From an optimization exercise on the open Yosys and OpenROAD flow, aimed at small area and few clock cycles per item; shortcuts taken in it are not production practice.
Function was checked by simulation only, so behaviour that the tests miss may differ from the original.
Power is estimated from default activity; no workload was simulated.

==> module instr_mem_pipe, before the edit <==
module instr_mem_pipe (
    input  logic          clk,
    input  logic          rst_n,
    input  logic          req_valid,
    output logic          req_ready,
    input  logic [31:0]   req_pc,
    output logic          rsp_valid,
    input  logic          rsp_ready,
    output logic [31:0]   rsp_instr,
    output logic [31:0]   rsp_pc,
    output logic [1:0]    rsp_fault,
    input  logic          flush,
    input  logic          prog_we,
    input  logic [5:0]    prog_addr,
    input  logic [31:0]   prog_wdata
);
    localparam logic [31:0] NOP = 32'h00000013;
    localparam logic [31:0] INV = ~NOP;
    logic [63:0][31:0] mem;
    logic [63:0][31:0] mem_d;
    logic [63:0]       wr, wr_n;
    always_comb begin
        for (int i = 0; i < 64; i++) begin
            wr[i]   = prog_we & (prog_addr == 6'(i));
            wr_n[i] = ~wr[i];
        end
    end
    for (genvar i = 0; i < 64; i++) begin : g_row
        for (genvar b = 0; b < 32; b++) begin : g_bit
            imp_wcell u_w (
                .q(mem[i][b]), .ld(wr[i]), .ld_n(wr_n[i]), .c(prog_wdata[b] ^ INV[b]),
                .d(mem_d[i][b])
            );
        end
    end
    always_ff @(posedge clk) begin
        mem <= mem_d;
    end
    logic        mis, oor, ok;
    logic [7:0]  lo_n, hi_n;
    logic [31:0][31:0] ry;       
    logic [31:0][7:0]  gz;       
    logic [31:0][3:0]  hy;       
    logic [31:0] rd_word;
    assign mis = |req_pc[1:0];
    assign oor = |req_pc[31:8];
    assign ok  = ~(mis | oor);
    always_comb begin
        for (int k = 0; k < 8; k++) begin
            lo_n[k] = ~(req_pc[4:2] == 3'(k));
            hi_n[k] = ~(ok & (req_pc[7:5] == 3'(k)));
        end
    end
    for (genvar b = 0; b < 32; b++) begin : g_col
        for (genvar g = 0; g < 8; g++) begin : g_grp
            for (genvar j = 0; j < 4; j++) begin : g_pair
                imp_rcell u_r (
                    .d0(mem[8*g+2*j][b]),   .s0_n(lo_n[2*j]),
                    .d1(mem[8*g+2*j+1][b]), .s1_n(lo_n[2*j+1]),
                    .y(ry[b][4*g+j])
                );
            end
            assign gz[b][g] = ~(|ry[b][4*g+3:4*g]);
        end
        for (genvar j = 0; j < 4; j++) begin : g_hpair
            imp_rcell u_h (
                .d0(gz[b][2*j]),   .s0_n(hi_n[2*j]),
                .d1(gz[b][2*j+1]), .s1_n(hi_n[2*j+1]),
                .y(hy[b][j])
            );
        end
        assign rd_word[b] = ~(|hy[b]) ^ INV[b];
    end
    logic        v, ld, ld_n;
    logic [65:0] out_q, out_in, out_d;
    assign ld        = ~v | rsp_ready;
    assign ld_n      = ~ld;
    assign req_ready = ~flush & ld;
    assign rsp_valid = v;
    always_ff @(posedge clk or negedge rst_n) begin
        if (!rst_n)
            v <= 1'b0;
        else
            v <= ~flush & ((req_valid & ld) | ld_n);
    end
    assign out_in = {oor, mis, rd_word, req_pc};
    for (genvar k = 0; k < 66; k++) begin : g_out
        imp_wcell u_w (
            .q(out_q[k]), .ld(ld), .ld_n(ld_n), .c(out_in[k]), .d(out_d[k])
        );
    end
    always_ff @(posedge clk) begin
        out_q <= out_d;
    end
    assign rsp_pc    = out_q[31:0];
    assign rsp_instr = out_q[63:32];
    assign rsp_fault = out_q[65:64];
endmodule
clock: 3.0 ns
lec_check: 0
cap_margin: 20
core_margin: 2
core_utilization: 68
place_density: 0.82
setup_slack_margin: 0.3
slew_margin: 20
synth_hierarchical: 1
standard.sh (not shown) runs the stock make flow with config.mk's settings and CLKGATE_MAP_FILE= SYNTH_SCRIPT=/design/flow/synth_recipe.tcl, a recipe that flattens the netlist after the stock synthesis.
==> flow/flow/run.sh <==
#!/bin/bash
# Standard ORFS flow (the standard.sh, unchanged synthesis), with:
# - clock tree synthesis from clkbuf_16 only, with sink clusters of up to 30
#   registers per buffer and no dummy loads;
# - a plain buffer (buf_2) on every input and output port.
set -euo pipefail
CTS="-sink_clustering_enable -repair_clock_nets"
CTS="$CTS -buf_list sky130_fd_sc_hd__clkbuf_16"
CTS="$CTS -sink_clustering_size 30 -sink_clustering_max_diameter 65"
CTS="$CTS -sink_buffer_max_cap_derate 0.06 -dont_use_dummy_load"
bash standard.sh "CTS_ARGS=$CTS" \
    "BUFFER_PORTS_ARGS=-buffer_cell sky130_fd_sc_hd__buf_2" finish > make.log 2>&1
Testbench counts at the start, summed over its fixed seeds: cycles 17,876, items 16,000.
Change:
--- a/flow/design.v
+++ b/flow/design.v
@@ -32,9 +32,8 @@
     input  logic [5:0]    prog_addr,
     input  logic [31:0]   prog_wdata
 );
     localparam logic [31:0] NOP = 32'h00000013;
-    localparam logic [31:0] INV = ~NOP;
     logic [63:0][31:0] mem;
     logic [63:0][31:0] mem_d;
     logic [63:0]       wr, wr_n;
     always_comb begin
@@ -45,9 +44,9 @@
     end
     for (genvar i = 0; i < 64; i++) begin : g_row
         for (genvar b = 0; b < 32; b++) begin : g_bit
             imp_wcell u_w (
-                .q(mem[i][b]), .ld(wr[i]), .ld_n(wr_n[i]), .c(prog_wdata[b] ^ INV[b]),
+                .q(mem[i][b]), .ld(wr[i]), .ld_n(wr_n[i]), .c(prog_wdata[b]),
                 .d(mem_d[i][b])
             );
         end
     end
@@ -65,9 +64,9 @@
     assign ok  = ~(mis | oor);
     always_comb begin
         for (int k = 0; k < 8; k++) begin
             lo_n[k] = ~(req_pc[4:2] == 3'(k));
-            hi_n[k] = ~(ok & (req_pc[7:5] == 3'(k)));
+            hi_n[k] = ~(req_pc[7:5] == 3'(k));
         end
     end
     for (genvar b = 0; b < 32; b++) begin : g_col
         for (genvar g = 0; g < 8; g++) begin : g_grp
@@ -86,9 +85,9 @@
                 .d1(gz[b][2*j+1]), .s1_n(hi_n[2*j+1]),
                 .y(hy[b][j])
             );
         end
-        assign rd_word[b] = ~(|hy[b]) ^ INV[b];
+        assign rd_word[b] = ok ? ~(|hy[b]) : NOP[b];
     end
     logic        v, ld, ld_n;
     logic [65:0] out_q, out_in, out_d;
     assign ld        = ~v | rsp_ready;
Via count came out higher by 1.2%; count of clock-buffer cells in the layout falls by 1; wire length is higher by 2.7%; global-route usage is higher by 1.1 points; power increases by 1.0%.
Testbench counts after the change, summed over its fixed seeds: cycles 17,876, items 16,000.

==> afterwards: timing with drivers on the ports <==
In the flow no input, the clock included, has a driving cell. The finished layouts below were timed again as built, in two steps. Step 1: set_driving_cell puts a clkbuf_16 on clk and a buf_2 on each other input, an assumption about the parent block. Step 2 also shifts input and output timing later by t, the mid clock arrival at the registers, as if the neighbouring blocks saw the same clock. Slacks: ideal ports / drivers / drivers and shift; pairs: ideal ports / drivers.
| run | t, ns | setup WS [ns] | hold WS [ns] | clock arrival spread, ns | pins driven straight from the clock port |
|---|---|---|---|---|---|
| the first run | 0.810 | 0.193 / 0.260 / -0.551 | 0.042 / -0.017 / 0.484 | 0.071 / 0.071 | 1 |
| the second run | 0.818 | 0.197 / 0.248 / -0.570 | 0.044 / -0.015 / 0.487 | 0.074 / 0.074 | 1 |
Met with ideal ports but missed after step 2: setup timing in the first run and the second run. The setup slack of the second run, which loses most, moves by +0.051 ns with the drivers and by -0.767 ns with both steps.
